From an optimization exercise on the open Yosys and OpenROAD flow, aimed at small area, a short achievable clock period and few clock cycles per item; shortcuts taken in it are not production practice.
The RTL was checked by simulation tests, not by an equivalence proof against the original design.

Setup of run A:
==> flow/design.v (excerpt) <==
module grid_linear_upsampler (
  input  logic        clk_i,
  input  logic        rst_ni,
  input  logic        in_valid_i,
  output logic        in_ready_o,
  input  logic [20:0] in_data_i,
  output logic        out_valid_o,
  input  logic        out_ready_i,
  output logic [9:0]  out_data_o,
  input  logic        cfg_we_i,
  input  logic [3:0]  cfg_data_i
);
  logic [4:0] sp_q;
  logic [4:0] sp_d;
  always_comb begin
    unique case (cfg_data_i)
      4'd2:    sp_d = 5'b00001;
      4'd3:    sp_d = 5'b00010;
      4'd5:    sp_d = 5'b00100;
      4'd6:    sp_d = 5'b01000;
      4'd9:    sp_d = 5'b10000;
      default: sp_d = 5'b00000;
    endcase
  end
  always_ff @(posedge clk_i or negedge rst_ni) begin
    if (!rst_ni)       sp_q <= 5'b00100;
    else if (cfg_we_i) sp_q <= sp_d;
  end
  logic        acc;
  logic        s1_p0, s1_p1;
  logic [20:0] s1_item;
  assign acc = in_valid_i && in_ready_o;
  always_ff @(posedge clk_i or negedge rst_ni) begin
    if (!rst_ni) begin
      s1_p0 <= 1'b0;
      s1_p1 <= 1'b0;
    end else begin
      s1_p0 <= acc;
      s1_p1 <= s1_p0;
    end
  end
  always_ff @(posedge clk_i) begin
    if (in_ready_o) s1_item <= in_data_i;
  end
  logic       f_we, f_rd;
  logic [1:0] f_st;
  logic [8:0] f_rsel, f_csel;
  logic [5:0] f_tr, f_tc;
  gsu_front u_front (
    .cmd_i    (s1_item[20]),
    .row_i    (s1_item[19:14]),
    .col_i    (s1_item[13:8]),
    .sp_i     (sp_q),
    .we_o     (f_we),
    .rd_o     (f_rd),
    .status_o (f_st),
    .rsel_o   (f_rsel),
    .csel_o   (f_csel),
    .tr_o     (f_tr),
    .tc_o     (f_tc)
  );
  logic       d_v, d_ph, d_we, d_rd;
  logic [1:0] d_st;
  logic [8:0] d_rsel, d_csel;
  logic [5:0] d_tr, d_tc;
  always_ff @(posedge clk_i or negedge rst_ni) begin
    if (!rst_ni) begin
      d_v  <= 1'b0;
      d_we <= 1'b0;
    end else begin
      d_v  <= s1_p0 || s1_p1;
      d_we <= s1_p0 && f_we;
    end
  end
  always_ff @(posedge clk_i) begin
    d_ph   <= s1_p1;
    d_rd   <= f_rd;
    d_st   <= f_st;
    d_rsel <= !s1_item[20] ? f_rsel
  ...
For scale: ~3000 cells after synthesis, ~1000 flip-flops, ~42000 sq um of cells after synthesis.
Settings: LEC_CHECK=0, ABC_CLOCK_PERIOD_IN_PS=2500, CAP_MARGIN=20, CORE_MARGIN=2, CORE_UTILIZATION=55, CTS_BUF_LIST=sky130_fd_sc_hd__clkbuf_16, CTS_CLUSTER_DIAMETER=100, CTS_CLUSTER_SIZE=30, PLACE_DENSITY=0.7, SETUP_SLACK_MARGIN=5, SLEW_MARGIN=20; clock period 8.0 ns.
run.sh (not shown) runs the stock make flow with config.mk's settings and CLKGATE_MAP_FILE= SYNTH_SCRIPT=/design/flow/synth_recipe.tcl, a recipe that flattens the netlist after the stock synthesis.
Testbench counts of run A, summed over its fixed seeds: cycles 6,862, items 3,335.
Here is what was changed in the inputs of run B compared with run A.
-- flow/config.mk --
<<< run A, line 10
export CORE_MARGIN = 2
export CORE_UTILIZATION = 55
export CTS_BUF_LIST = sky130_fd_sc_hd__clkbuf_16
>>> run B, line 10
export CORE_MARGIN = 2
export CORE_UTILIZATION = 40
export CTS_BUF_LIST = sky130_fd_sc_hd__clkbuf_16
<<< run A, line 14
export CTS_CLUSTER_SIZE = 30
export PLACE_DENSITY = 0.7
export SETUP_SLACK_MARGIN = 5
>>> run B, line 14
export CTS_CLUSTER_SIZE = 30
export PLACE_DENSITY = 0.6
export SETUP_SLACK_MARGIN = 5
Notes after the runs:
In the reports for run B and run A, the larger post-place setup slack belongs to run B.
Run A reports its slowest library cell on the worst path as fa_2 while run B reports dfrtp_2.
Delta (run B minus run A): buffer and inverter count on the worst path increased 1, height of the die went up 48 um.
Run B against run A: met3 track utilization from global routing lost 0.47 points; met1 capacity usage during global routing lost 8.5 points; post-route clock period utilization moved up; growth of design area from synthesis to finish rose 1.3 points.

-- re-timing with driven ports --
No port has a modelled driver above. Below, the same layouts with a new extraction and two added sets of constraints. Step 1 assumes that a clkbuf_16 drives the clock port and a buf_2 every other input. Step 2 also shifts input and output timing later by t, the mid clock arrival at the registers, as if the neighbouring blocks saw the same clock. Three values: no drivers, after step 1, after step 2; two values: the first two.
| run | shift t [ns] | slack for setup (ns) | hold slack, ns |
|---|---|---|---|
| run A | 0.688 | 5.019 / 4.983 / 4.434 | 0.334 / 0.334 / 0.334 |
| run B | 0.714 | 4.980 / 4.915 / 4.436 | 0.327 / 0.327 / 0.327 |
After both steps every run listed still meets setup and hold. The setup slack of run A, which loses most, moves by -0.036 ns with the drivers and by -0.585 ns with both steps.
